From an optimization exercise on the open Yosys and OpenROAD flow, aimed at small area; shortcuts taken in it are not production practice. The RTL was checked by simulation tests, not by an equivalence proof against the original design. No activity file was given, so power comes from the tool's default toggle rates.

### flow/run.sh
#!/bin/bash
# synth_recipe.tcl (not shown) runs the flow's synth.tcl, then flattens the netlist and writes it again
# the make line also repeats each setting of config.mk as NAME=value (left out here)
make -C /OpenROAD-flow-scripts/flow DESIGN_CONFIG=/design/flow/config.mk WORK_HOME=/design/flow/orfs CLKGATE_MAP_FILE= SYNTH_SCRIPT=/design/flow/synth_recipe.tcl finish
### flow/config.mk
export PLATFORM = sky130hd
export DESIGN_NAME = stdp_synapse_top
export DESIGN_NICKNAME = stdp_synapse_top
export VERILOG_FILES = /design/flow/design.v
export SDC_FILE = /design/flow/constraint.sdc
export NUM_CORES = 4
export LEC_CHECK = 0
export CAP_MARGIN = 20
export CORE_MARGIN = 2
export CORE_UTILIZATION = 40
export SLEW_MARGIN = 20
### flow/constraint.sdc
create_clock -name core_clock -period 7.0 [get_ports {clock}]
set_input_delay 1.4000 -clock core_clock [delete_from_list [all_inputs] [get_ports {clock}]]
set_output_delay 1.4000 -clock core_clock [all_outputs]
set_load 0.01 [all_outputs]
### flow/design.v
package stdp_pkg;
  localparam int HIST_LEN  = 16;  
  localparam int MAX_DT    = 12;  
  localparam int SYN_IDX_W = 4;   
  localparam int WEIGHT_W  = 16;
  localparam int DT_W      = $clog2(MAX_DT + 1);
  typedef logic [HIST_LEN-1:0]  hist_t;     
  typedef logic [SYN_IDX_W-1:0] syn_idx_t;
  typedef logic [DT_W-1:0]      dt_t;       
  typedef logic [7:0]           prob_t;     
  typedef logic [WEIGHT_W-1:0]  weight_t;   
endpackage
`timescale 1ns/1ps
module spike_history #(
  parameter int N_SYN = 16
) (
  input  logic               clock,
  input  logic               rst,
  input  logic               shift,      
  input  logic               post_spike,
  input  logic [N_SYN-1:0]   pre_spike,
  input  stdp_pkg::syn_idx_t syn_sel,
  output stdp_pkg::hist_t    post_hist,
  output stdp_pkg::hist_t    pre_hist
);
  stdp_pkg::hist_t post_q;
  stdp_pkg::hist_t pre_q [N_SYN];
  always_ff @(posedge clock)
  begin
    if (rst)
    begin
      post_q <= '0;
      for (int i = 0; i < N_SYN; i++)
      begin
        pre_q[i] <= '0;
      end
    end
    else if (shift)
    begin
      post_q <= {post_spike, post_q[stdp_pkg::HIST_LEN-1:1]};
      for (int i = 0; i < N_SYN; i++)
      begin
        pre_q[i] <= {pre_spike[i], pre_q[i][stdp_pkg::HIST_LEN-1:1]};
      end
    end
  end
  assign post_hist = post_q;
  assign pre_hist = ({1'b0, syn_sel} < N_SYN) ? pre_q[syn_sel] : '0;
endmodule
`timescale 1ns/1ps
module spike_timing (
  input  logic               clock,
  input  logic               rst,
  input  logic               learn,     
  input  stdp_pkg::syn_idx_t syn_sel,
  input  stdp_pkg::hist_t    post_hist,
  input  stdp_pkg::hist_t    pre_hist,
  output logic               pair_valid,  
  output stdp_pkg::syn_idx_t pair_index,  
  output logic               pair_ltd,    
  output stdp_pkg::dt_t      pair_dt      
);
  stdp_pkg::hist_t srch;    
  logic            anchor;  
  logic            ltd_c;
  stdp_pkg::dt_t   dt_c;
  always_comb
  begin
    anchor = post_hist[stdp_pkg::HIST_LEN-1] | pre_hist[stdp_pkg::HIST_LEN-1];
    ltd_c  = ~post_hist[stdp_pkg::HIST_LEN-1] & pre_hist[stdp_pkg::HIST_LEN-1];
    srch   = post_hist[stdp_pkg::HIST_LEN-1] ? pre_hist : post_hist;
    dt_c   = '0;  
    for (int i = stdp_pkg::MAX_DT; i >= 0; i--)
    begin
      if (srch[stdp_pkg::HIST_LEN-1-i])
      begin
        dt_c = stdp_pkg::dt_t'(i);
      end
    end
    if (!anchor)
    begin
      dt_c = '0;  
    end
  end
  always_ff @(posedge clock)
  begin
    if (rst)
    begin
      pair_valid <= 1'b0;
    end
    else
    begin
      pair_valid <= learn;  
    end
  end
  always_ff @(posedge clock)
  begin
    if (learn)
    begin
      pair_index <= syn_sel;
      pair_ltd   <= ltd_c;
      pair_dt    <= dt_c;
    end
  end
endmodule
`timescale 1ns/1ps
module plasticity_decision #(
  parameter logic [7:0] LFSR_SEED = 8'hFF  
) (
  input  logic                clock,
  input  logic                rst,
  input  logic                pair_valid,
  input  stdp_pkg::syn_idx_t  pair_index,
  input  logic                pair_ltd,
  input  stdp_pkg::dt_t       pair_dt,
  output logic                upd_valid,  
  output logic                upd_fire,   
  output logic                upd_up,     
  output stdp_pkg::syn_idx_t  upd_index
);
  logic [7:0]      lfsr_q;
  logic            lfsr_fb;
  stdp_pkg::prob_t ltp_prob;
  stdp_pkg::prob_t ltd_prob;
  stdp_pkg::prob_t prob;
  logic            hit;
  assign lfsr_fb = lfsr_q[0] ^ lfsr_q[2] ^ lfsr_q[3] ^ lfsr_q[5];
  always_ff @(posedge clock)
  begin
    if (rst)
    begin
      lfsr_q <= LFSR_SEED;
    end
    else
    begin
      lfsr_q <= {lfsr_q[6:0], lfsr_fb};  
    end
  end
  always_comb
  begin
    case (pair_dt)
      4'd1:    ltp_prob = 8'd255;
      4'd2:    ltp_prob = 8'd199;
      4'd3:    ltp_prob = 8'd155;
      4'd4:    ltp_prob = 8'd120;
      4'd5:    ltp_prob = 8'd94;
      4'd6:    ltp_prob = 8'd73;
      4'd7:    ltp_prob = 8'd57;
      4'd8:    ltp_prob = 8'd44;
      4'd9:    ltp_prob = 8'd35;
      4'd10:   ltp_prob = 8'd27;
      4'd11:   ltp_prob = 8'd21;
      4'd12:   ltp_prob = 8'd16;
      default: ltp_prob = 8'd0;
    endcase
  end
  always_comb
  begin
    case (pair_dt)
      4'd1:    ltd_prob = 8'd255;
      4'd2:    ltd_prob = 8'd225;
      4'd3:    ltd_prob = 8'd199;
      4'd4:    ltd_prob = 8'd175;
      4'd5:    ltd_prob = 8'd155;
      4'd6:    ltd_prob = 8'd136;
      4'd7:    ltd_prob = 8'd120;
      4'd8:    ltd_prob = 8'd106;
      4'd9:    ltd_prob = 8'd94;
      4'd10:   ltd_prob = 8'd83;
      4'd11:   ltd_prob = 8'd73;
      4'd12:   ltd_prob = 8'd64;
      default: ltd_prob = 8'd0;
    endcase
  end
  assign prob = pair_ltd ? ltd_prob : ltp_prob;
  assign hit = pair_valid & (prob > lfsr_q);
  always_ff @(posedge clock)
  begin
    if (rst)
    begin
      upd_valid <= 1'b0;
      upd_fire  <= 1'b0;
    end
    else
    begin
      upd_valid <= pair_valid;
      upd_fire  <= hit;  
    end
  end
  always_ff @(posedge clock)
  begin
    if (pair_valid)
    begin
      upd_up    <= ~pair_ltd;
      upd_index <= pair_index;
    end
  end
endmodule
`timescale 1ns/1ps
module weight_store #(
  parameter int          N_SYN       = 16,
  parameter logic [15:0] INIT_WEIGHT = 16'd2
) (
  input  logic               clock,
  input  logic               rst,
  input  logic               upd_valid,
  input  logic               upd_fire,
  input  logic               upd_up,
  input  stdp_pkg::syn_idx_t upd_index,
  input  stdp_pkg::syn_idx_t rd_sel,
  output stdp_pkg::weight_t  rd_weight
);
  stdp_pkg::weight_t mem [N_SYN];
  stdp_pkg::weight_t cur;     
  logic              upd_ok;  
  assign upd_ok = {1'b0, upd_index} < N_SYN;
  assign cur    = upd_ok ? mem[upd_index] : '0;
  always_ff @(posedge clock)
  begin
    if (rst)
    begin
      for (int i = 0; i < N_SYN; i++)
      begin
        mem[i] <= INIT_WEIGHT;  
      end
    end
    else if (upd_valid && upd_fire && upd_ok)
    begin
      if (upd_up)
      begin
        if (cur != '1)
          mem[upd_index] <= cur + 1'b1;  
      end
      else if (cur != '0)
      begin
        mem[upd_index] <= cur - 1'b1;  
      end
    end
  end
  assign rd_weight = ({1'b0, rd_sel} < N_SYN) ? mem[rd_sel] : '0;
endmodule
`timescale 1ns/1ps
module stdp_synapse_top #(
  parameter int          N_SYN       = 16,     
  parameter logic [15:0] INIT_WEIGHT = 16'd2,
  parameter logic [7:0]  LFSR_SEED   = 8'hFF
) (
  input  logic               clock,
  input  logic               rst,
  input  logic               shift,
  input  logic               post_spike,
  input  logic               learn,
  input  logic [N_SYN-1:0]   pre_spike,
  input  stdp_pkg::syn_idx_t syn_sel,
  input  stdp_pkg::syn_idx_t rd_sel,
  output stdp_pkg::weight_t  rd_weight,
  output logic               upd_valid,
  output logic               upd_fire,
  output logic               upd_up
);
  stdp_pkg::hist_t    post_hist;
  stdp_pkg::hist_t    pre_hist;
  stdp_pkg::syn_idx_t upd_index;
  logic               pair_valid;
  stdp_pkg::syn_idx_t pair_index;
  logic               pair_ltd;
  stdp_pkg::dt_t      pair_dt;
  spike_history #(
    .N_SYN (N_SYN)
  ) hist0 (
    .clock      (clock),
    .rst        (rst),
    .shift      (shift),
    .post_spike (post_spike),
    .pre_spike  (pre_spike),
    .syn_sel    (syn_sel),
    .post_hist  (post_hist),
    .pre_hist   (pre_hist)
  );
  spike_timing timing0 (
    .clock      (clock),
    .rst        (rst),
    .learn      (learn),
    .syn_sel    (syn_sel),
    .post_hist  (post_hist),
    .pre_hist   (pre_hist),
    .pair_valid (pair_valid),
    .pair_index (pair_index),
    .pair_ltd   (pair_ltd),
    .pair_dt    (pair_dt)
  );
  plasticity_decision #(
    .LFSR_SEED (LFSR_SEED)
  ) decide0 (
    .clock      (clock),
    .rst        (rst),
    .pair_valid (pair_valid),
    .pair_index (pair_index),
    .pair_ltd   (pair_ltd),
    .pair_dt    (pair_dt),
    .upd_valid  (upd_valid),
    .upd_fire   (upd_fire),
    .upd_up     (upd_up),
    .upd_index  (upd_index)
  );
  weight_store #(
    .N_SYN       (N_SYN),
    .INIT_WEIGHT (INIT_WEIGHT)
  ) store0 (
    .clock     (clock),
    .rst       (rst),
    .upd_valid (upd_valid),
    .upd_fire  (upd_fire),
    .upd_up    (upd_up),
    .upd_index (upd_index),
    .rd_sel    (rd_sel),
    .rd_weight (rd_weight)
  );
endmodule
==> metrics.md <==
| Metric | Value |
|---|---|
| Antenna violations before repair | `0` |
| Core outline area | `60470 um^2` |
| Ranking of synthesized cells by area | `sky130_fd_sc_hd__edfxtp_1 33%, sky130_fd_sc_hd__dfxtp_1 19%, sky130_fd_sc_hd__mux4_2 12%` |
| Capturing element type of the critical path | `register` |
| Post-Route Setup TNS | `0 ns` |
| Critical path data required time | `7.33 ns` |
| Total of hold buffers inserted after clock tree synthesis | `0` |
| Fmax | `approximately 170 MHz` |
| Area enclosed by the die boundary | `between 60000 and 70000 um^2` |
| Htree depth | `2` |
| GRT Resource Usage Total | `23.13%` |
| Root buf cell | `sky130_fd_sc_hd__clkbuf_16` |
| IR Drop Worst-Case VDD | `0.1859 mV` |
| Overflow left after global routing | `0` |
| Post-cts repair resize count | `0` |
| Time the final worst path needs with I/O delays and setup | `a little under 6 ns` |
| Net Count, Synth | `2102` |
| Cell leakage power | `10.51 nW` |
| Worst-case clock buffer depth | `3` |
| DRC violations left | `0` |
| Cell type with the highest aggregate area in the netlist | `sky130_fd_sc_hd__edfxtp_1` |
| Total internal power | `5.309 mW` |
| Synthesized netlist cell count | `2050` |
| Area overhead of the layout relative to synthesis | `14.31%` |
| Max Clock Skew | `0.02822 ns` |
| Post-layout utilization of the core | `46.34%` |
| Number of distinct library cells after synthesis | `approximately 70` |
| Share of synthesized registers carrying an async set or reset | `0%` |
| Detailed-placement wirelength estimate | `48.64 mm` |
| Count of input and output buffers | `between 40 and 50` |
| Final Slew Violations | `0` |
| Pin count of the biggest net entering global routing | `between 150 and 200` |
| Total of endpoints with negative setup slack in the final report | `0` |
| Share of power burned in registers | `a little under half` |
| Final weighted congestion of routability-driven global placement | `roughly 0.94` |
| Post-Synthesis Cell Area | `24510 um^2` |
| Slew of the pin with the lowest slew margin | `1.016 ns` |
| Share of the synthesized area in the top cell type | `33.07%` |
| Post-synth EDFFs | `270` |
| Routed length per instance | `25.20 um` |
| Largest fanout of any net on the critical path | `39` |
| Critical path launch point type | `register` |
| Initial DRC count | `between 2000 and 2500` |
| Number of I/O pins | `48` |
| Number of sinks driven by the clock tree | `506` |
| Result of the run | `timing/DRC/antenna clean` |
| Starting utilization of the core area | `about two fifths` |
| Antenna violation net count after detailed routing | `0` |
| Count of vias placed by the detailed router | `17424` |
| Final cell count without fillers | `2918` |
| Number of nets in the layout | `2141` |
| Min-Delay Path Class | `register to register` |
| Vert. Die Dim | `251.6 um` |
| Switching power of the nets | `1.845 mW` |
| Clock tree from TritonCTS | `done` |
| Final wirelength | `73.54 mm` |
| Critical Path AT | `6.23 ns` |
| Worst setup slack after layout | `1.094 ns` |
| Floorplan die width | `251.6 um` |
| Number of setup buffers added after CTS | `0` |
| RSZ-0062 raised after global routing | `false` |
| Share of layout cells above drive strength 1 | `18.12%` |
| Register area share after synthesis | `roughly 52%` |
| Clk latency of the worst-skew pair | `0.63 ns` |
| Switch share | `25.79%` |
| Final Hold Viols | `0` |
| Flip-flop cell with the highest count after synthesis | `sky130_fd_sc_hd__edfxtp_1` |
| Pwr dens | `255.3 nW/um^2` |
| Via count of the first global-routing pass | `17157` |
| Pre-CTS worst setup slack | `between 1 and 1.5 ns` |
| Clock network fraction of design power | `roughly 43%` |
| Number of max-cap violations | `0` |
| Final critical-path share of the clock period | `84.37%` |
| Detail-routed via count per cell | `5.971` |
| Syn. warnings | `5` |
| Synthesized flop and latch total | `506` |
| Smallest hold slack | `~0.45 ns` |
| Comb power frac | `a little under an eighth` |
| Number of detailed-route iterations in the first pass | `7` |
| Floorplan row count | `90` |
| Relative slew margins | `between 30% and 40%` |
| Clock-pin slew reported for the worst setup and hold paths after clock tree synthesis | `0.06 ns` |
| TritonCTS buffer count | `56` |
| Placed cells | `between 2000 and 3000` |
| N_diodes | `0` |
| Wire length of the first global-routing pass | `approximately 110 mm` |
| Synthesized area per cell | `11.96 um^2` |
| Critical path class | `register to register` |
power groups by stage:
stage / clock network [mW] / logic, mW / registers, mW
floorplan: 0 / 0.575 / 3.28
global placement: 0 / 0.819 / 3.32
detailed placement: 0 / 0.825 / 3.33
CTS: 3.09 / 0.829 / 3.26
global route: 3.22 / 0.888 / 3.27
finish: 3.05 / 0.838 / 3.26
cells by family (layout without fill, tap and decap cells):
kind of cell             Yosys count  after routing  share of synthesized area (%)
buffers and inverters            188            274                          3.241
AND/OR/NAND/NOR                  703            703                          12.66
multiplexers                     389            389                          23.24
adder cells (fa/ha/maj)           23             23                          1.174
XOR/XNOR                          19             19                         0.7095
flip-flops                       506            506                          52.35
AO/OA/AOI/OAI                    222            222                          6.625
Yosys cell counts (all sizes together), types with 11 or more instances:
cell type	count
nor2	487
edfxtp	270
mux2i	241
dfxtp	236
mux4	141
clkbuf	96
a22oi	65
buf	60
nand2	48
nand3	43
a21oi	33
inv	31
o21ai	31
a221oi	29
or2	28
ha	23
a22o	19
nand2b	19
nor2b	13
nand4	12
o221ai	11
path summary, 6_finish.rpt:
check / startpoint / endpoint / slack [ns] / cells past startpoint
min reg2reg: timing0.pair_index[2] / decide0.upd_index[2] / 0.45 / 0
max: register / store0.mem[8][14] / 1.09 / 17
max reg2reg: register / store0.mem[8][14] / 1.09 / 17
min: timing0.pair_index[2] / decide0.upd_index[2] / 0.45 / 0
metrics by stage:
step / total power [mW] / instance area, um^2
after floorplan: 3.855 / 24510
after detailed placement: 4.151 / 26080
after global routing: 7.377 / 28020
after global placement: 4.140 / 26070
final: 7.154 / 28020
after CTS: 7.186 / 27990
critical path: stages, from the launching register on:
cell and delay, ns:
sky130_fd_sc_hd__dfxtp_4 0.67, sky130_fd_sc_hd__buf_12 0.36, sky130_fd_sc_hd__mux4_1 0.63, sky130_fd_sc_hd__mux4_2 0.58, sky130_fd_sc_hd__nor3_1 0.27, sky130_fd_sc_hd__and4bb_2 0.27, sky130_fd_sc_hd__nand2_2 0.09, sky130_fd_sc_hd__nand2_2 0.12
sky130_fd_sc_hd__inv_2 0.17, sky130_fd_sc_hd__xor2_1 0.19, sky130_fd_sc_hd__ha_1 0.26, sky130_fd_sc_hd__nor4_1 0.36, sky130_fd_sc_hd__nor2_1 0.11, sky130_fd_sc_hd__a31oi_1 0.36, sky130_fd_sc_hd__a22oi_1 0.25, sky130_fd_sc_hd__mux2i_1 0.21
sky130_fd_sc_hd__xnor2_2 0.58, sky130_fd_sc_hd__nor2_1 0.12
per-layer routing:
| layer | global-route usage, % | part of all wire (%) | up-vias |
|---|---|---|---|
| met2 | 35.66 | 45 | 804 |
| met3 | 4.931 | 9.2 | 112 |
| met1 | 32.99 | 43 | 8811 |
| met4 | 6.463 | 2.3 | 0 |
| met5 | 0 | 0 | - |
| li1 | - | - | 7697 |
cell usage in the layout (no fill, tap or decap), types with 33 or more instances in the layout:
master,Yosys,final
sky130_fd_sc_hd__clkbuf_16,0,57
sky130_fd_sc_hd__buf_4,3,87
sky130_fd_sc_hd__nor2_1,478,478
sky130_fd_sc_hd__edfxtp_1,270,270
sky130_fd_sc_hd__a22oi_1,65,65
sky130_fd_sc_hd__dfxtp_1,236,234
sky130_fd_sc_hd__mux4_2,134,134
sky130_fd_sc_hd__nand3_1,43,43
sky130_fd_sc_hd__a21oi_1,33,33
sky130_fd_sc_hd__clkdlybuf4s50_1,0,43
sky130_fd_sc_hd__mux2i_1,241,241
sky130_fd_sc_hd__nand2_1,46,46
final cells by class:
class | instances | area (um^2)
Clock inverter | 37 | 421.7
Tap cell | 782 | 978.4
Multi-Input combinational cell | 1356 | 10970
Clock buffer | 68 | 1488
Inverter | 32 | 120.1
Fill cell | 5382 | 32450
Sequential cell | 506 | 12840
Timing Repair Buffer | 137 | 1205
state kept, by name (all words and copies together) (netlist names), named ones only:
| signal | flops |
|---|---|
| timing0.pair_ltd | 1 |
| decide0.upd_fire | 1 |
| timing0.pair_dt | 4 |
| timing0.pair_valid | 1 |
| hist0.post_q | 13 |
| decide0.upd_valid | 1 |
| timing0.pair_index | 4 |
| decide0.lfsr_q | 8 |
| decide0.upd_up | 1 |
| decide0.upd_index | 4 |
| store0.mem | 256 |
| hist0.pre_q | 208 |

## static timing again, ports no longer ideal
The flow's constraints put no driver on any port. The routed layout listed below was extracted and timed again, unchanged, in two steps. Step 1 sets driving cells, clkbuf_16 on the clock port and buf_2 on the other inputs (assumed; they add their load-dependent delay and slew). Step 2 also shifts input and output timing later by t, the mid clock arrival at the registers, as if the neighbouring blocks saw the same clock. Three values: ideal ports, drivers, drivers and shift; two values: the first two.
shift t [ns]: 0.674
setup WS [ns]: 1.094 / 1.094 / 1.068
worst register clock-pin slew, ns: 0.07 / 0.07
worst slew at a driven data input, ns: 0.05
After both steps setup and hold are still met in this run. The setup slack of this run moves by 0.000 ns with the drivers and by -0.026 ns with both steps.
